Source: an optimization exercise on an open RTL-to-GDS flow (aim: small area and a short achievable clock period). Production flows keep margins and buffers that such runs may drop. Where RTL was checked, it was by simulation tests only, not by an equivalence proof against the original. Power figures rest on the tool's default switching activity, not on a simulated workload.

v6:
Design usb_eps_arb, start of the top module:
module usb_eps_arb #(
    parameter int unsigned AW = usb_eps_pkg::EPS_AW,
    parameter int unsigned DW = usb_eps_pkg::EPS_DW
) (
    input  logic          clk,
    input  logic          rst,
    input  logic          eps_read_0,
    input  logic          eps_write_0,
    input  logic          eps_zero_0,
    input  logic [AW-1:0] eps_addr_0,
    input  logic [DW-1:0] eps_wrdata_0,
    output logic [DW-1:0] eps_rddata_3,
    input  logic          host_req,
    input  logic          host_we,
    input  logic [AW-1:0] host_addr,
    input  logic [DW-1:0] host_wdata,
    output logic [DW-1:0] host_rdata,
    output logic          host_ack,
    output logic          host_busy
);
    localparam int unsigned HW = AW / 2;
    localparam int unsigned NH = 2**HW;
    logic          eng_cmd, grant, init_busy, init_next;
    logic          busy_q;
    logic          init_q;
    logic [AW-1:0] init_cnt_q;
    always_ff @(posedge clk) begin
        if (rst) begin
            init_q     <= 1'b1;
            init_cnt_q <= '0;
        end else if (init_q) begin
            init_cnt_q <= init_cnt_q + 1'b1;
            if (&init_cnt_q) begin
                init_q <= 1'b0;
            end
        end
    end
    assign init_busy = init_q;
    assign init_next = rst | (init_q & ~&init_cnt_q);
    assign eng_cmd = eps_read_0 | eps_write_0;
    assign grant   = ~busy_q & host_req & ~eng_cmd;
    function automatic logic [NH-1:0] dec(input logic [HW-1:0] a);
        dec = '0;
        dec[a] = 1'b1;
    endfunction
    logic [NH-1:0] eh_q, el_q, hh_q, hl_q;
    logic [DW-1:0] ed_q, hd_q;
    logic          e_sel_q, e_we_q, h_we_q, clr_q;
    logic          e_rd_q, h_rd_q, h1_q;
    always_ff @(posedge clk) begin
        eh_q    <= dec(eps_addr_0[AW-1:HW]);
        el_q    <= dec(eps_addr_0[HW-1:0]);
        hh_q    <= dec(host_addr[AW-1:HW]);
        hl_q    <= dec(host_addr[HW-1:0]);
        ed_q    <= eps_zero_0 ? '0 : eps_wrdata_0;
        hd_q    <= host_wdata;
        e_sel_q <= eng_cmd;
        e_we_q  <= eps_write_0;
        h_we_q  <= grant & host_we;
        clr_q   <= init_busy;
    end
    always_ff @(posedge clk) begin
  ...
Size: roughly 4400 flip-flops, roughly 89 I/O pins.
make LEC_CHECK=0 CAP_MARGIN=20 CORE_MARGIN=2 CORE_UTILIZATION=45 SLEW_MARGIN=20 finish   # period 4.5 ns
run.sh (not shown) runs the stock make flow with config.mk's settings and CLKGATE_MAP_FILE= SYNTH_SCRIPT=/design/flow/synth_recipe.tcl, a recipe that flattens the netlist after the stock synthesis.
v6 reached the end of the flow, and the finished layout is clean on the timing, DRC and antenna checks.
Edits applied to the flow inputs when going from v6 to v7:
Settings: SETUP_SLACK_MARGIN: unset -> 2.0.
Compared with v6, v7 shows a lower count of clock-buffer cells in the layout.
The met3 wirelength from detailed routing of v7 exceeds that of v6 by 9800 um.
Diff v6..v7 | clock-pin transition on the worst setup and hold timing paths | negligible
Comparing v6 against v7, there is no change at all in maximum buffer depth of the clock tree.
Comparing v6 with v7, the clock latency of the later-clocked register in the worst-skew pair came out essentially unchanged.
Cell area sits higher in v7 than in v6.
From v6 to v7 the numbers moved as follows: wire length after detailed routing has increased, post-CTS setup repair buffer count has increased, area overhead of the layout relative to synthesis has increased.
Going from v6 to v7, proportion of layout cells with a drive suffix above 1 +11 points; wire length of the first global-routing pass climbed about 5%.

Another version of the RTL of usb_eps_arb (not shown whole).
Size: ~7400 cells after synthesis, about 4600 flip-flops, about 89 I/O pins, roughly 160000 um^2 of cells after synthesis.
clock: 4.5 ns
lec_check: 0
cap_margin: 20
core_margin: 2
core_utilization: 60
cts_cluster_diameter: 90
cts_cluster_size: 26
setup_slack_margin: 2.3
slew_margin: 20
synth_hierarchical: 1
Change:
--- a/flow/config.mk
+++ b/flow/config.mk
@@ -10,4 +10,4 @@
 export CORE_UTILIZATION = 60
-export CTS_CLUSTER_DIAMETER = 90
-export CTS_CLUSTER_SIZE = 26
+export CTS_CLUSTER_DIAMETER = 100
+export CTS_CLUSTER_SIZE = 30
 export SETUP_SLACK_MARGIN = 2.3
Outcome:
- wire length is about the same
- critical path depth goes up by 3
- count of clock-buffer cells in the layout drops by 45
Change:
--- a/flow/config.mk
+++ b/flow/config.mk
@@ -10,5 +10,5 @@
 export CORE_UTILIZATION = 60
-export CTS_CLUSTER_DIAMETER = 100
-export CTS_CLUSTER_SIZE = 30
-export SETUP_SLACK_MARGIN = 2.3
+export CTS_CLUSTER_DIAMETER = 90
+export CTS_CLUSTER_SIZE = 26
+export SETUP_SLACK_MARGIN = 2.2
 export SLEW_MARGIN = 20
Effect: Cell area is about the same. Setup slack is worse by 0.036 ns. Total power rose by 1.9%. Via count hardly moves.
Change:
==> flow/config.mk (replaced) <==
export PLATFORM = sky130hd
export DESIGN_NAME = usb_eps_arb
export DESIGN_NICKNAME = usb_eps_arb
export VERILOG_FILES = /design/flow/design.v
export SDC_FILE = /design/flow/constraint.sdc
export NUM_CORES = 4
export LEC_CHECK = 0
export CAP_MARGIN = 10
export CORE_MARGIN = 2
export CORE_UTILIZATION = 65
export CTS_CLUSTER_DIAMETER = 100
export CTS_CLUSTER_SIZE = 30
export SETUP_SLACK_MARGIN = 2.25
export SLEW_MARGIN = 10
export SYNTH_HIERARCHICAL = 1
Result: Sequential cell count stays the same; core utilization climbs by 5.5 points; via count is about the same; non-clock buffer count climbs by 16; die area drops by 7.6%; clock power drops by about 6%; cell area drops by 0.35%; count of clock-buffer cells in the layout drops by 50; synthesized cell count does not change.

== rev 12 ==
usb_eps_arb, a different RTL version from the one above (not shown whole).
For scale: about 7100 cells after synthesis, ~4300 flip-flops, roughly 0.15 mm2 of cells after synthesis.
Settings: LEC_CHECK=0, CAP_MARGIN=20, CORE_MARGIN=2, CORE_UTILIZATION=60, CTS_CLUSTER_DIAMETER=100, CTS_CLUSTER_SIZE=30, SETUP_SLACK_MARGIN=2.3, SLEW_MARGIN=20, SYNTH_HIERARCHICAL=1; clock period 4.5 ns.
diff inputs: rev 12 => rev 13
# rev 12
export LEC_CHECK = 0
export CAP_MARGIN = 20
export CORE_MARGIN = 2
export CORE_UTILIZATION = 60
export CTS_CLUSTER_DIAMETER = 100
export CTS_CLUSTER_SIZE = 30
export SETUP_SLACK_MARGIN = 2.3
export SLEW_MARGIN = 20
export SYNTH_HIERARCHICAL = 1
create_clock -name core_clock -period 4.5 [get_ports {clk}]
# rev 13
export LEC_CHECK = 0
export CAP_MARGIN = 20
export CORE_MARGIN = 2
export CORE_UTILIZATION = 60
export SETUP_SLACK_MARGIN = 2.0
export SLEW_MARGIN = 20
export SYNTH_HIERARCHICAL = 1
create_clock -name core_clock -period 4.5 [get_ports {clk}]
Results
Comparing rev 12 with rev 13, the number of detailed-routing iterations run before antenna repair came out essentially unchanged.
Rev 13 leaves less setup margin than rev 12.
The met2 demand-to-capacity share in global routing of rev 13 falls short of that of rev 12 by 0.55 points.
The lower portion of total power attributed to sequential cells came out of rev 13.
Diff rev 12 -> rev 13 | final cell utilization of the core | increase of 1.8 points
No run of this note included a check of the RTL's function; only the layout flow was run.

[afterwards: timing with drivers on the ports]
How much do the figures lean on ideal ports? The routed layouts below were timed once more, with nothing changed but the port constraints. Step 1 sets driving cells, clkbuf_16 on the clock port and buf_2 on the other inputs (assumed; they add their load-dependent delay and slew). Step 2 adds t to the input delays and takes it off the output delays; t is the mean of the earliest and latest rising clock arrival at the registers after step 1. Input paths then give back, and output paths get back, about the clock's delay inside the block. Three values: ideal, step 1, step 2; two values: the first two.
run | t (ns) | slack for setup (ns) | slew at the worst register clock pin (ns)
v6 | 1.073 | 0.526 / 0.526 / 0.526 | 0.07 / 0.07
v7 | 1.083 | 1.580 / 1.580 / 1.149 | 0.07 / 0.07
the first run of note 2 | 0.976 | 2.164 / 2.047 / 1.299 | 0.11 / 0.11
the second run of note 2 | 0.982 | 2.204 / 2.145 / 1.267 | 0.12 / 0.12
the third run of note 2 | 0.969 | 2.168 / 2.127 / 1.279 | 0.11 / 0.11
the fourth run of note 2 | 0.969 | 2.200 / 2.159 / 1.216 | 0.12 / 0.12
rev 12 | 0.952 | 1.949 / 1.949 / 1.441 | 0.12 / 0.12
rev 13 | 1.073 | 1.866 / 1.866 / 1.086 | 0.07 / 0.07
After both steps every run listed still meets setup and hold. The setup slack of the fourth run of note 2, which loses most, moves by -0.041 ns with the drivers and by -0.984 ns with both steps.
